From an optimization exercise on the open Yosys and OpenROAD flow, aimed at small area; shortcuts taken in it are not production practice. The RTL was checked by simulation tests, not by an equivalence proof against the original design. Power and IR drop assume default switching activity.

==> flow/design.v <==
module matrix_column_loader #(
   parameter int          COLS       = 32,
   parameter int          MSG_LEN    = 64,
   parameter int unsigned SCROLL_DIV = 200,
   parameter int          SETUP_CYC  = 2,
   parameter int          HOLD_CYC   = 2
) (
   input  logic                  clk_i,
   input  logic                  rst_i,
   input  logic                  msg_we,
   input  logic [5:0]            msg_addr,
   input  logic [15:0]           msg_data,
   input  logic                  enable,
   output logic [4:0]            column_id,
   output logic [15:0]           in_column,
   output logic                  load,
   output logic                  busy,
   output logic                  frame_done,
   output logic [5:0]            offset
);
   localparam int DW = 16;
   localparam int NR = 64;
   logic [5:0]    q;
   logic [2:0]    r;
   logic          act;         
   logic          had;         
   logic [5:0]    offset_q;
   logic [DW-1:0] in_col_q;
   logic [DW-1:0] pf;          
   logic [5:0]    ph;          
   logic          run;         
   logic          ldc;
   logic [5:0]    ent;         
   logic [5:0]    ent_row;     
   logic [5:0]    wr_row;      
   logic          snoop;
   logic          refresh;
   logic [17:0]   pf_sel;
   logic [DW-1:0] pf_d;
   logic [DW-1:0] ring [NR];
   logic [NR-1:0] sel, nsel;
   logic [DW-1:0] wdata_e, wdata_o;
   logic [5:0]    ph_next;
   assign ldc     = act && (r == 3'd4) && (q == 6'd63 || q < 6'd31);
   assign ent     = offset_q + q + 6'd1;
   assign ent_row = ent + ph;
   assign wr_row  = msg_addr + ph_next;
   assign snoop   = msg_we && (msg_addr == ent);
   always_ff @(posedge clk_i or posedge rst_i) begin
      if (rst_i) begin
         q        <= 6'd63;
         r        <= 3'd4;
         act      <= 1'b0;
         had      <= 1'b0;
         offset_q <= '0;
         in_col_q <= '0;
         ph       <= '0;
         run      <= 1'b0;
      end else begin
         ph  <= ph_next;
         run <= 1'b1;
         if (r == 3'd4) begin
            r <= 3'd0;
            q <= (q == 6'd38) ? 6'd63 : q + 6'd1;
         end else begin
            r <= r + 3'd1;
         end
         if (q == 6'd63 && r == 3'd3) act <= enable;
         if (ldc) begin
            in_col_q <= pf;
            had      <= 1'b1;
         end
         if (act && q == 6'd32 && r == 3'd0) offset_q <= offset_q + 6'd1;
      end
   end
   assign refresh = (ent_row[1:0] == 2'd0);
   assign pf_sel[17] = snoop;
   assign pf_sel[16] = ~snoop & ~refresh;
   for (genvar k = 0; k < 16; k++) begin : g_tap_sel
      assign pf_sel[k] = ~snoop & refresh & (ent_row[5:2] == 4'(k));
   end
   for (genvar b = 0; b < DW; b++) begin : g_pf
      logic [17:0] term;
      logic [5:0]  grp_n;
      for (genvar k = 0; k < 16; k++) begin : g_term
         assign term[k] = ring[4*k][b];
      end
      assign term[16] = pf[b];
      assign term[17] = msg_data[b];
      for (genvar g = 0; g < 6; g++) begin : g_grp
         mcl_aoi222 u_aoi (
            .a0(term[3*g]), .s0(pf_sel[3*g]), .a1(term[3*g+1]), .s1(pf_sel[3*g+1]),
            .a2(term[3*g+2]), .s2(pf_sel[3*g+2]), .y(grp_n[g])
         );
      end
      mcl_nand6 u_or (.a(grp_n), .y(pf_d[b]));
   end
   always_ff @(posedge clk_i) pf <= pf_d;
   assign ph_next = run ? ph + 6'd1 : {4'd0, ~msg_addr[0], msg_addr[0]};
   assign wdata_o = msg_data & {DW{run}};
   assign wdata_e = ~msg_data;
   generate
      for (genvar j = 0; j < NR; j++) begin : g_row
         logic ws;
         assign ws = msg_we && (wr_row == 6'(j));
         assign sel[j] = ws | ~run;
         if (j % 2 == 0) begin : g_even
            assign nsel[j] = ~ws;
            mcl_row u_row (
               .clk_i(clk_i), .sel(sel[j]), .nsel(nsel[j]), .w(wdata_e),
               .prev(ring[(j+NR-1)%NR]), .q(ring[j])
            );
         end else begin : g_odd
            assign nsel[j] = ~sel[j];
            mcl_row u_row (
               .clk_i(clk_i), .sel(sel[j]), .nsel(nsel[j]), .w(wdata_o),
               .prev(ring[j-1]), .q(ring[j])
            );
         end
      end
   endgenerate
   assign busy       = act && (q < 6'd32 || (q == 6'd32 && r == 3'd0));
   assign load       = act && q < 6'd32 && (r == 3'd2 || r == 3'd3);
   assign frame_done = act && q == 6'd32 && r == 3'd0;
   assign column_id  = (act && q < 6'd32) ? q[4:0] : {5{had}};
   assign in_column  = in_col_q;
   assign offset     = offset_q;
endmodule
module mcl_row (
   input  logic        clk_i,
   input  logic        sel,
   input  logic        nsel,
   input  logic [15:0] w,
   input  logic [15:0] prev,
   output logic [15:0] q
);
   for (genvar b = 0; b < 16; b++) begin : g_bit
      mcl_bit u_bit (
         .clk_i(clk_i), .sel(sel), .nsel(nsel), .w(w[b]), .prev(prev[b]), .q(q[b])
      );
   end
endmodule
module mcl_bit (
   input  logic clk_i,
   input  logic sel,
   input  logic nsel,
   input  logic w,
   input  logic prev,
   output logic q
);
   always_ff @(posedge clk_i) q <= ~((w | nsel) & (prev | sel));
endmodule
module mcl_aoi222 (
   input  logic a0, s0, a1, s1, a2, s2,
   output logic y
);
   assign y = ~((a0 & s0) | (a1 & s1) | (a2 & s2));
endmodule
module mcl_nand6 (
   input  logic [5:0] a,
   output logic       y
);
   assign y = ~(&a);
endmodule
==> flow/config.mk <==
export PLATFORM = sky130hd
export DESIGN_NAME = matrix_column_loader
export DESIGN_NICKNAME = matrix_column_loader
export VERILOG_FILES = /design/flow/design.v
export SDC_FILE = /design/flow/constraint.sdc
export NUM_CORES = 4
export LEC_CHECK = 0
export CAP_MARGIN = 20
export CORE_MARGIN = 2
export CORE_UTILIZATION = 30
export SLEW_MARGIN = 20
export SYNTH_HIERARCHICAL = 1
==> flow/constraint.sdc <==
create_clock -name core_clock -period 10.0 [get_ports {clk_i}]
set_input_delay 2.0000 -clock core_clock [delete_from_list [all_inputs] [get_ports {clk_i}]]
set_output_delay 2.0000 -clock core_clock [all_outputs]
set_load 0.01 [all_outputs]
standard.sh (not shown) runs the stock make flow with config.mk's settings and CLKGATE_MAP_FILE= SYNTH_SCRIPT=/design/flow/synth_recipe.tcl, a recipe that flattens the netlist after the stock synthesis.
==> flow/flow/run.sh <==
#!/bin/bash
# Standard ORFS layout, with the smallest buffer on each port; clock tree synthesis adds no dummy balancing loads and builds the
# tree from the given clock buffers and sink clusters. Every step's full output stays in
# orfs/logs; the make output goes to flow_make.log.
set -euo pipefail
export BUFFER_PORTS_ARGS="-buffer_cell sky130_fd_sc_hd__buf_1"
export CTS_ARGS="-sink_clustering_enable -repair_clock_nets -dont_use_dummy_load -buf_list {sky130_fd_sc_hd__clkbuf_16} -sink_clustering_size 32 -sink_clustering_max_diameter 60"
bash standard.sh > flow_make.log 2>&1
The baseline passed the timing, design-rule and antenna checks.
Edit:
--- a/flow/design.v
+++ b/flow/design.v
@@ -42,4 +42,5 @@
    logic [DW-1:0] wdata_e, wdata_o;
    logic [5:0]    ph_next;
+   logic [7:0]    wr_lo, wr_hi;
    assign ldc     = act && (r == 3'd4) && (q == 6'd63 || q < 6'd31);
    assign ent     = offset_q + q + 6'd1;
@@ -100,11 +101,14 @@
    assign wdata_o = msg_data & {DW{run}};
    assign wdata_e = ~msg_data;
+   for (genvar i = 0; i < 8; i++) begin : g_predec
+      assign wr_lo[i] = msg_we && (wr_row[2:0] == 3'(i));
+      assign wr_hi[i] = (wr_row[5:3] == 3'(i));
+   end
    generate
       for (genvar j = 0; j < NR; j++) begin : g_row
-         logic ws;
-         assign ws = msg_we && (wr_row == 6'(j));
-         assign sel[j] = ws | ~run;
+         mcl_rdec #(.ODD(j % 2)) u_dec (
+            .pa(wr_lo[j % 8]), .pb(wr_hi[j / 8]), .run(run), .sel(sel[j]), .nsel(nsel[j])
+         );
          if (j % 2 == 0) begin : g_even
-            assign nsel[j] = ~ws;
             mcl_row u_row (
                .clk_i(clk_i), .sel(sel[j]), .nsel(nsel[j]), .w(wdata_e),
@@ -112,5 +116,4 @@
             );
          end else begin : g_odd
-            assign nsel[j] = ~sel[j];
             mcl_row u_row (
                .clk_i(clk_i), .sel(sel[j]), .nsel(nsel[j]), .w(wdata_o),
@@ -163,2 +166,34 @@
    assign y = ~(&a);
 endmodule
+module mcl_rdec #(
+   parameter bit ODD = 1'b0
+) (
+   input  logic pa,
+   input  logic pb,
+   input  logic run,
+   output logic sel,
+   output logic nsel
+);
+   logic ws_n;
+   mcl_nand2 u_ws (.a(pa), .b(pb), .y(ws_n));
+   if (!ODD) begin : g_even
+      assign nsel = ws_n;
+      mcl_nand2 u_sel (.a(ws_n), .b(run), .y(sel));
+   end else begin : g_odd
+      mcl_nand2 u_sel (.a(ws_n), .b(run), .y(sel));
+      mcl_inv u_nsel (.a(sel), .y(nsel));
+   end
+endmodule
+module mcl_nand2 (
+   input  logic a,
+   input  logic b,
+   output logic y
+);
+   assign y = ~(a & b);
+endmodule
+module mcl_inv (
+   input  logic a,
+   output logic y
+);
+   assign y = ~a;
+endmodule
Effect:
- The changed run finished clean
- fmax rose by 4.1%
- total power fell by 1.3%
- global-route usage rose by 1.1 points
- sequential cell count stays the same
- register-to-register slack is better by 260 ps
- first-iteration DRC count is about the same
- die area fell by 1.0%
- non-clock buffer count fell by 7
- hold slack is worse by 19 ps
- synthesized area fell by 1.0%
- utilization barely changes
- setup slack is better by 240 ps
- synthesized cell count fell by 0.41%

separate check: timing with driven ports:
Ports are ideal in the flow. The routed layouts listed here were re-timed in OpenROAD.
Step 1: set_driving_cell puts a clkbuf_16 on clk_i and a buf_2 on each other input, an assumption about the parent block.
Step 2, shift: input delay + t, output delay - t, t = (earliest + latest rising clock arrival at the registers) / 2. This alone moves slack from input paths to output paths.
a / b / c = ideal ports / drivers / drivers and shift; a / b = the first two.
| run | t, ns | setup slack, ns | worst setup path at the end | cell pins on the clock port's net |
|---|---|---|---|---|
| the first run | 0.699 | 4.050 / 4.066 / 3.368 | input to register | 1 |
| the second run | 0.699 | 4.285 / 4.299 / 3.600 | input to register | 1 |
After both steps every run listed still meets setup and hold. The setup slack of the second run, which loses most, moves by +0.014 ns with the drivers and by -0.685 ns with both steps.
